Background: an optimization exercise with open tools, aiming at small area. Do not read the settings as production practice.
Only simulation tests tie the RTL to the original design; equivalence was not proved.
Power figures rest on the tool's default switching activity, not on a simulated workload.

===== design/flow/design.v =====
package mdb_pkg;
   localparam logic [1:0] OP_WORD  = 2'd0;
   localparam logic [1:0] OP_TICK  = 2'd1;
   localparam logic [1:0] OP_EVENT = 2'd2;
   localparam logic [1:0] CSR_FUNDS = 2'd0;
   localparam logic [1:0] CSR_IDLE  = 2'd1;
   localparam logic [1:0] CSR_VEND  = 2'd2;
   localparam logic [7:0] READER_ADDR = 8'h10;
   localparam logic [2:0] RK_ONE   = 3'd0;   
   localparam logic [2:0] RK_THREE = 3'd1;   
   localparam logic [2:0] RK_SETUP = 3'd2;   
   localparam logic [2:0] RK_ID    = 3'd3;   
   typedef struct packed {
      logic [1:0]  operation;
      logic [8:0]  bus_word;
      logic [2:0]  event_code;
      logic [15:0] event_amount;
   } req_type;
   typedef struct packed {
      logic [8:0] tx_word;
      logic       last_word;
   } rsp_type;
   typedef struct packed {
      logic [2:0]  kind;
      logic [7:0]  code;
      logic [15:0] amount;
   } job_type;
   function automatic logic [7:0] setup_byte(input logic [2:0] i);
      case (i)
         3'd0: setup_byte = 8'h01;
         3'd1: setup_byte = 8'h01;
         3'd2: setup_byte = 8'hff;
         3'd3: setup_byte = 8'hff;
         3'd4: setup_byte = 8'h01;
         3'd5: setup_byte = 8'h02;
         3'd6: setup_byte = 8'd120;
         default: setup_byte = 8'h09;
      endcase
   endfunction
endpackage
module mdb_front #(
   parameter int BUFFER_DEPTH = 36
) (
   input  logic                 clock,
   input  logic                 reset,
   input  logic                 in_valid,
   input  mdb_pkg::req_type     in_data,
   input  logic [15:0]          funds,
   input  logic [19:0]          idle_to,
   input  logic [19:0]          vend_to,
   output logic                 job_valid,
   output mdb_pkg::job_type     job
);
   localparam int CW = $clog2(BUFFER_DEPTH + 1);
   typedef enum logic [2:0] {
      ST_INACTIVE, ST_DISABLED, ST_ENABLED, ST_IDLE, ST_VEND
   } rstate_type;
   rstate_type  state_ff, state_in;
   logic [6:0]  pend_ff, pend_in;
   logic [15:0] amt_ff, amt_in;
   logic        frame_ff, frame_in;
   logic [7:0]  sum_ff, sum_in;
   logic [CW-1:0] cnt_ff, cnt_in;
   logic [8:0]  cmd_ff, cmd_in;
   logic [7:0]  sub_ff, sub_in;
   logic [31:0] now_ff, now_in;
   logic [31:0] mark_ff, mark_in;
   logic        jv_in;
   mdb_pkg::job_type job_in;
   logic [7:0]  lo;
   logic [31:0] elapsed;
   always_comb begin
      state_in = state_ff; pend_in = pend_ff; amt_in = amt_ff;
      frame_in = frame_ff; sum_in = sum_ff; cnt_in = cnt_ff;
      cmd_in = cmd_ff; sub_in = sub_ff; now_in = now_ff; mark_in = mark_ff;
      jv_in = 1'b0;
      job_in = '0;
      lo = in_data.bus_word[7:0];
      elapsed = now_ff - mark_ff;
      if (in_valid) begin
         unique case (in_data.operation)
            mdb_pkg::OP_TICK: now_in = now_ff + 32'd1;
            mdb_pkg::OP_EVENT: begin
               unique case (in_data.event_code)
                  3'd0: pend_in[5] = 1'b1;
                  3'd1: begin pend_in[2] = 1'b1; amt_in = in_data.event_amount; end
                  3'd2: pend_in[3] = 1'b1;
                  3'd3: pend_in[4] = 1'b1;
                  3'd4: pend_in[6] = 1'b1;
                  3'd5: pend_in[0] = 1'b1;
                  default: ;
               endcase
            end
            mdb_pkg::OP_WORD: begin
               logic [8:0] c;
               logic [7:0] s;
               logic [7:0] sm;
               logic       f;
               logic [CW-1:0] n;
               c = cmd_ff; s = sub_ff; sm = sum_ff; f = frame_ff; n = cnt_ff;
               if (in_data.bus_word[8]) begin
                  f = 1'b1; sm = 8'd0; n = '0;
               end
               if (f) begin
                  if (n < CW'(BUFFER_DEPTH)) begin
                     if (n == '0) c = in_data.bus_word;
                     else if (n == CW'(1)) s = lo;
                     n = n + CW'(1);
                  end
                  cmd_in = c; sub_in = s; cnt_in = n;
                  if (sm == lo) begin
                     frame_in = 1'b0;
                     sum_in = sm;
                     if (c[7:3] == mdb_pkg::READER_ADDR[7:3]) begin
                        unique case (c[2:0])
                           3'd0: begin state_in = ST_INACTIVE; pend_in[1] = 1'b1; end
                           3'd1: if (s == 8'h00) begin
                              state_in = ST_DISABLED; jv_in = 1'b1;
                              job_in.kind = mdb_pkg::RK_SETUP;
                           end
                           3'd2: begin
                              job_in.kind = mdb_pkg::RK_ONE;
                              priority if (pend_ff[0]) begin
                                 pend_in[0] = 1'b0; jv_in = 1'b1; job_in.code = 8'h0b;
                              end else if (pend_ff[1]) begin
                                 pend_in[1] = 1'b0; jv_in = 1'b1; job_in.code = 8'h00;
                              end else if (pend_ff[2]) begin
                                 pend_in[2] = 1'b0; jv_in = 1'b1; job_in.code = 8'h05;
                                 job_in.kind = mdb_pkg::RK_THREE; job_in.amount = amt_ff;
                              end else if (pend_ff[3]) begin
                                 pend_in[3] = 1'b0; jv_in = 1'b1; job_in.code = 8'h06;
                                 state_in = ST_IDLE;
                              end else if (pend_ff[4]) begin
                                 pend_in[4] = 1'b0; jv_in = 1'b1; job_in.code = 8'h07;
                                 state_in = ST_ENABLED;
                              end else if (pend_ff[5]) begin
                                 pend_in[5] = 1'b0; pend_in[2] = 1'b0; jv_in = 1'b1;
                                 state_in = ST_IDLE; mark_in = now_ff;
                                 job_in.code = 8'h03;
                                 job_in.kind = mdb_pkg::RK_THREE; job_in.amount = funds;
                              end else if (pend_ff[6]) begin
                                 pend_in[6] = 1'b0; jv_in = 1'b1; job_in.code = 8'h04;
                              end else begin
                                 if (state_ff == ST_IDLE && elapsed > {12'd0, idle_to})
                                    pend_in[6] = 1'b1;
                                 if (state_ff == ST_VEND && elapsed > {12'd0, vend_to})
                                    pend_in[3] = 1'b1;
                              end
                           end
                           3'd3: begin
                              if (s == 8'h00) begin
                                 state_in = ST_VEND; mark_in = now_ff;
                              end else if (s == 8'h01) pend_in[3] = 1'b1;
                              else if (s == 8'h02 || s == 8'h03) begin
                                 state_in = ST_IDLE;
                                 mark_in = now_ff - {12'd0, idle_to} + 32'd1000;
                              end else if (s == 8'h04) pend_in[4] = 1'b1;
                           end
                           3'd4: begin
                              if (s == 8'h00) state_in = ST_DISABLED;
                              else if (s == 8'h01) state_in = ST_ENABLED;
                              else if (s == 8'h02) begin
                                 jv_in = 1'b1; job_in.kind = mdb_pkg::RK_ONE;
                                 job_in.code = 8'h08;
                              end
                           end
                           3'd7: if (s == 8'h00) begin
                              jv_in = 1'b1; job_in.kind = mdb_pkg::RK_ID;
                           end
                           default: ;
                        endcase
                     end
                  end else begin
                     frame_in = 1'b1;
                     sum_in = sm + lo;
                  end
               end
            end
            default: ;
         endcase
      end
   end
   always_ff @(posedge clock) begin
      if (reset) begin
         state_ff <= ST_INACTIVE; pend_ff <= '0; amt_ff <= '0; frame_ff <= 1'b0;
         sum_ff <= '0; cnt_ff <= '0; now_ff <= '0; mark_ff <= '0; job_valid <= 1'b0;
      end else begin
         state_ff <= state_in; pend_ff <= pend_in; amt_ff <= amt_in;
         frame_ff <= frame_in; sum_ff <= sum_in; cnt_ff <= cnt_in;
         now_ff <= now_in; mark_ff <= mark_in; job_valid <= jv_in;
      end
      cmd_ff <= cmd_in;
      sub_ff <= sub_in;
      job <= job_in;
   end
endmodule
module mdb_back (
   input  logic              clock,
   input  logic              reset,
   input  logic              job_empty,
   input  mdb_pkg::job_type  job,
   output logic              job_pop,
   output logic              rsp_empty,
   output mdb_pkg::rsp_type  rsp_data,
   input  logic              rsp_pop
);
   logic [4:0] idx_ff;
   logic [7:0] sum_ff;
   logic       ov_ff;
   mdb_pkg::rsp_type out_ff;
   logic [4:0] len;
   logic [7:0] b;
   logic       room;
   always_comb begin
      unique case (job.kind)
         mdb_pkg::RK_THREE: len = 5'd3;
         mdb_pkg::RK_SETUP: len = 5'd8;
         mdb_pkg::RK_ID:    len = 5'd30;
         default:           len = 5'd1;
      endcase
      unique case (job.kind)
         mdb_pkg::RK_THREE: b = (idx_ff == 5'd0) ? job.code :
                               (idx_ff == 5'd1) ? job.amount[15:8] : job.amount[7:0];
         mdb_pkg::RK_SETUP: b = mdb_pkg::setup_byte(idx_ff[2:0]);
         mdb_pkg::RK_ID:    b = (idx_ff == 5'd0) ? 8'h09 : 8'h20;
         default:           b = job.code;
      endcase
   end
   assign room = !ov_ff || rsp_pop;
   assign rsp_empty = !ov_ff;
   assign rsp_data = out_ff;
   assign job_pop = room && !job_empty && (idx_ff == len);
   always_ff @(posedge clock) begin
      if (reset) begin
         ov_ff <= 1'b0; idx_ff <= '0; sum_ff <= '0;
      end else begin
         if (rsp_pop) ov_ff <= 1'b0;
         if (room && !job_empty) begin
            ov_ff <= 1'b1;
            if (idx_ff == len) begin
               out_ff <= {1'b1, sum_ff, 1'b1};
               idx_ff <= '0; sum_ff <= '0;
            end else begin
               out_ff <= {1'b0, b, 1'b0};
               idx_ff <= idx_ff + 5'd1; sum_ff <= sum_ff + b;
            end
         end
      end
   end
endmodule
module mdb_jobq (
   input  logic              clock,
   input  logic              reset,
   input  logic              push,
   input  mdb_pkg::job_type  push_data,
   output logic              almost_full,
   input  logic              pop,
   output logic              empty,
   output mdb_pkg::job_type  head
);
   logic [26:0] mem_ff [4];
   logic [1:0] wp_ff, rp_ff;
   logic [2:0] cnt_ff;
   assign empty = (cnt_ff == 3'd0);
   assign almost_full = (cnt_ff >= 3'd2);
   assign head = mem_ff[rp_ff];
   always_ff @(posedge clock) begin
      if (reset) begin
         wp_ff <= '0; rp_ff <= '0; cnt_ff <= '0;
      end else begin
         if (push) wp_ff <= wp_ff + 2'd1;
         if (pop) rp_ff <= rp_ff + 2'd1;
         cnt_ff <= cnt_ff + {2'd0, push} - {2'd0, pop};
      end
      if (push) mem_ff[wp_ff] <= push_data;
   end
endmodule
module mdb_cashless_reader_handler #(
   parameter int BUFFER_DEPTH = 36
) (
   input  logic             clock,
   input  logic             reset,
   input  logic             push,
   output logic             full,
   input  mdb_pkg::req_type req_data,
   output logic             empty,
   input  logic             pop,
   output mdb_pkg::rsp_type rsp_data,
   input  logic             csr_valid,
   output logic             csr_ready,
   input  logic [1:0]       csr_index,
   input  logic [19:0]      csr_data
);
   logic [15:0] funds_ff;
   logic [19:0] idle_ff, vend_ff;
   logic jv, af, jq_empty, jq_pop;
   mdb_pkg::job_type job, head;
   assign csr_ready = 1'b1;
   always_ff @(posedge clock) begin
      if (reset) begin
         funds_ff <= '0; idle_ff <= 20'd45000; vend_ff <= 20'd90000;
      end else if (csr_valid) begin
         unique case (csr_index)
            mdb_pkg::CSR_FUNDS: funds_ff <= csr_data[15:0];
            mdb_pkg::CSR_IDLE:  idle_ff <= csr_data;
            mdb_pkg::CSR_VEND:  vend_ff <= csr_data;
            default: ;
         endcase
      end
   end
   assign full = af;
   mdb_front #(.BUFFER_DEPTH(BUFFER_DEPTH)) u_front (
      .clock, .reset, .in_valid(push && !full), .in_data(req_data),
      .funds(funds_ff), .idle_to(idle_ff), .vend_to(vend_ff),
      .job_valid(jv), .job
   );
   mdb_jobq u_jobq (
      .clock, .reset, .push(jv), .push_data(job), .almost_full(af),
      .pop(jq_pop), .empty(jq_empty), .head
   );
   mdb_back u_back (
      .clock, .reset, .job_empty(jq_empty), .job(head), .job_pop(jq_pop),
      .rsp_empty(empty), .rsp_data, .rsp_pop(pop)
   );
endmodule

===== design/flow/run.sh =====
#!/bin/bash
# synth_recipe.tcl (not shown) runs the flow's synth.tcl, then flattens the netlist and writes it again
# the make line also repeats each setting of config.mk as NAME=value (left out here)
make -C /OpenROAD-flow-scripts/flow DESIGN_CONFIG=/design/flow/config.mk WORK_HOME=/design/flow/orfs CLKGATE_MAP_FILE= SYNTH_SCRIPT=/design/flow/synth_recipe.tcl finish

===== design/flow/config.mk =====
export PLATFORM = sky130hd
export DESIGN_NAME = mdb_cashless_reader_handler
export DESIGN_NICKNAME = mdb_cashless_reader_handler
export VERILOG_FILES = /design/flow/design.v
export SDC_FILE = /design/flow/constraint.sdc
export NUM_CORES = 4
export LEC_CHECK = 0
export CAP_MARGIN = 20
export CORE_MARGIN = 2
export CORE_UTILIZATION = 40
export SLEW_MARGIN = 20

===== design/flow/constraint.sdc =====
create_clock -name core_clock -period 5.0 [get_ports {clock}]
set_input_delay 1.0000 -clock core_clock [delete_from_list [all_inputs] [get_ports {clock}]]
set_output_delay 1.0000 -clock core_clock [all_outputs]
set_load 0.01 [all_outputs]

==> run notes <==
==> flip-flops by register name, summed over array words and instances, names as in the netlist, 16 cells and up, named ones only <==
register         flops
u_jobq.mem_ff       88
u_front.mark_ff     32
u_front.now_ff      32
u_front.job         22
idle_ff             20
vend_ff             20
funds_ff            16
u_front.amt_ff      16
==> how the worst min path moves through the flow <==
stage,from,end,slack [ps]
6_report,vend_ff[17],vend_ff[17],450
5_1_grt,u_front.amt_ff[12],u_front.amt_ff[12],480
4_1_cts,funds_ff[13],funds_ff[13],450
3_5_place_dp,funds_ff[13],funds_ff[13],450
3_3_place_gp,u_front.sum_ff[1],u_front.sum_ff[1],440
2_1_floorplan,u_front.sum_ff[1],u_front.sum_ff[1],430
==> stage by stage <==
step / setup slack, ps / hold slack (ps) / util
2_1_floorplan: 834 / 432 / -
3_5_place_dp: 181 / 447 / 0.433
3_3_place_gp: 329 / 444 / 0.433
6_report: 692 / 455 / 0.460
4_1_cts: 700 / 455 / 0.460
5_1_grt: 451 / 476 / 0.460
==> routing by layer <==
layer / share of wire / track usage / vias to the layer above
met5: 0.00058 / 0 / -
met4: 0.020 / 0.0517 / 4
met3: 0.042 / 0.0271 / 66
met2: 0.47 / 0.327 / 282
met1: 0.47 / 0.261 / 7155
li1: - / - / 7449
==> power groups by stage <==
stage	logic, mW	clock network (mW)	registers [mW]
CTS	0.379	2.81	2.72
finish	0.377	2.75	2.72
global route	0.418	2.92	2.72
floorplan	0.238	0	2.77
global placement	0.371	0	2.78
detailed placement	0.376	0	2.78
==> area by class of cell <==
type | instances | area (um^2) | share of cell area
diodes | 1 | 2.50 | 0.000117
clock buffers | 52 | 1090 | 0.0509
clock inverters | 18 | 174 | 0.00810
inverters | 149 | 559 | 0.0261
multi-input cells | 1515 | 10400 | 0.486
flip-flops and latches | 320 | 7540 | 0.351
well taps | 607 | 759 | 0.0354
repair buffers | 94 | 902 | 0.0420
==> worst max-delay path: cells and delay by family (launching register included) <==
family	cells	cell delay [ps]
AO/OA/AOI/OAI	10	2110
flip-flops	1	330
adder cells (fa/ha/maj)	2	640
buffers and inverters	1	50
XOR/XNOR	1	200
AND/OR/NAND/NOR	4	850
==> kinds of logic (layout without fill, tap and decap cells) <==
logic type,after synthesis,in the layout,synth area share
buf+inv,239,313,0.0498
flops,320,320,0.399
compound gates,498,498,0.174
mux,64,64,0.0496
simple gates,695,695,0.174
xor+xnor,91,91,0.0421
fa+ha+maj,166,166,0.112
other cells,1,2,0.000198
==> cells in the final DEF, fill, tap and decap left out, drive strengths merged, types with 14 or more instances in the layout <==
cell	synthesis	routed
nand2	232	232
a22oi	24	24
clkdlybuf4s50	0	67
a21oi	188	188
and2	14	14
mux2	18	18
or3	16	16
mux2i	24	24
a311oi	16	16
buf	17	27
a21o	45	45
nor2b	22	22
nand2b	22	22
edfxtp	113	113
nand4	27	27
nor3	35	35
nand3	34	34
xor2	30	30
a211oi	30	30
and3	16	16
dfxtp	207	207
clkinv	1	15
mux4	22	22
o21ai	98	98
xnor2	61	61
ha	161	161
nor2	221	221
clkbuf	73	52
inv	148	150
==> run notes <==
Synth Register Bits: 320
Per-cell routed wire length: 17.4 um
CTS Buf Count: 38
Hold Path Stages: 2
Overall routed net length: 47900 um
Synthesized area per cell: 9.12 um^2
Reg2reg setup slack: 690 ps
Final non-filler cell area: 0.0215 mm^2
R2R cell count: 18
Via count: 15.0k
Period utilisation layout: 0.862
Critical register-to-register path endpoint: u_front.pend_ff[6]
Port Buffers: 68
Total of max-cap violations: 0
RSZ-0062 raised after global routing: no
Worst hold path class: reg -> reg
Clock latency (worst-skew pair): 560 ps
Cell breakdown of the critical path: inv_1 > ha_1 > a2111o_1 > or3_1 > o21ai_2 > o21ai_1 > a31o_2 > a21oi_1 > xnor2_1 > ha_1 > a21o_1 > a21o_1 > a21oi_1 > and3_1 > o221ai_1 > nand3_1 > and3b_1 > a21oi_1
Clock share of power: 0.471
Filler cells: 4518
Worst-Margin Slew: 887 ps
CP max-delay cell: a2111o_1
Hpwl dp: 35400 um
Main synth FF type: dfxtp_1
CP most frequent cell: a21oi_1
Cell Area, Placed: 0.0202 mm^2
Clk_skew: 17.8 ps
Most frequent cell after synthesis: nand2_1
Int Pwr: 4.46 mW
I/O pin count: 70
Drt first pass iters: 16
Worst Setup SP: u_front.mark_ff[6]
Switch Pwr: 1.39 mW
Antenna violations before repair: 2
Synth cell types: 86
Post-synth ARST share: 0
Worst r2r src: u_front.mark_ff[6]
Core area: 0.0467 mm^2
Gr ovfl total: 0
Tot GR Track Use: 0.194
First-pass GRT wire length: 77200 um
Seq/Total Area, Yosys: 0.399
Iter 0 DRT Violations: 859
Max Fclk: 232 MHz
Placed insts: 2685
CTS Root Cell: clkbuf_16
Cell accounting for the most synthesized area: dfxtp_1
Synthesized cell area: 0.0189 mm^2
Top post-synthesis cells by area: dfxtp_1 22%, edfxtp_1 18%, ha_1 11%
Final Hold Viols: 0
Fin cells: 2756
Die X: 221 um
Gate power share: 0.064
Post-CTS Setup Inserts: 0
Period minus WS final: 4310 ps
Sw Ratio: 0.238
CTS H-tree depth: 2
Seq pwr share: 0.465
Post-CTS Hold Buffers: 0
Crit end category: register
Clock Tree Buf Depth: 3
Top cells by count, synth: 231 x nand2_1, 219 x nor2_1, 207 x dfxtp_1, 188 x a21oi_1, 161 x ha_1
Largest net degree at the start of global routing: 88
Syn Inst Count: 2074
Max-slew headroom: 0.400
Final Power: 5.85 mW
Row count: 79
Die area: 0.0490 mm^2
Leakage: 8.41 nW
Nets: 2341
CTS tree: yes
CP endpoint: u_front.pend_ff[6]
Maximum VDD drop: 0.000212 V
Vias per inst: 5.43
Worst setup path category: reg -> reg
Worst EP required: 5420 ps
Pwr Density: 273 mW/mm^2
Yosys top cell area share: 0.219
Post-CTS sizing: 0
Fraction of layout cells with a size suffix above 1: 0.0917
Post-DRT Antenna Nets: 0
Syn_nets: 2297
Number of synthesized flops with an enable pin: 113
Final Wtd Congestion: 0.910
DR DRC count: 0
Clock transition at path regs: 60 ps
Worst Path Arrival: 4720 ps
Vias in the first global route: 14.6k
Count of final setup violators: 0
Slew Limit Fails: 0
Synth warnings: 4
Status: timing/DRC/antenna clean
Setup TNS: 0 ps
Worst Setup Start Kind: register
CP max stage delay: 450 ps
Die H: 221 um
Area growth syn-to-layout: 13.5%
Clock sinks: 320
Initial Util: 0.405
Worst Path Max Fanout: 4

[static timing again, ports no longer ideal]
The flow's constraints put no driver on any port. The routed layout listed below was extracted and timed again, unchanged, in two steps.
Step 1 (the two cells are an assumption about what drives the block):
set clk [get_ports {clock}]
set_driving_cell -lib_cell sky130_fd_sc_hd__clkbuf_16 $clk
set_driving_cell -lib_cell sky130_fd_sc_hd__buf_2 [delete_from_list [all_inputs] $clk]
Step 2 adds t to the input delays and takes it off the output delays; t is the mean of the earliest and latest rising clock arrival at the registers after step 1. Input paths then give back, and output paths get back, about the clock's delay inside the block.
a / b / c = ideal / step 1 / step 2; a / b = the first two.
t, ns: 0.604
slack for setup (ns): 0.692 / 0.692 / 0.168
latest minus earliest clock arrival (ns): 0.018 / 0.018
worst slew at a driven data input, ns: 0.10
pins driven straight from the clock port: 1
After both steps this run still meets setup and hold. For this run, drivers alone change the setup slack by 0.000 ns; drivers and shift together by -0.524 ns.
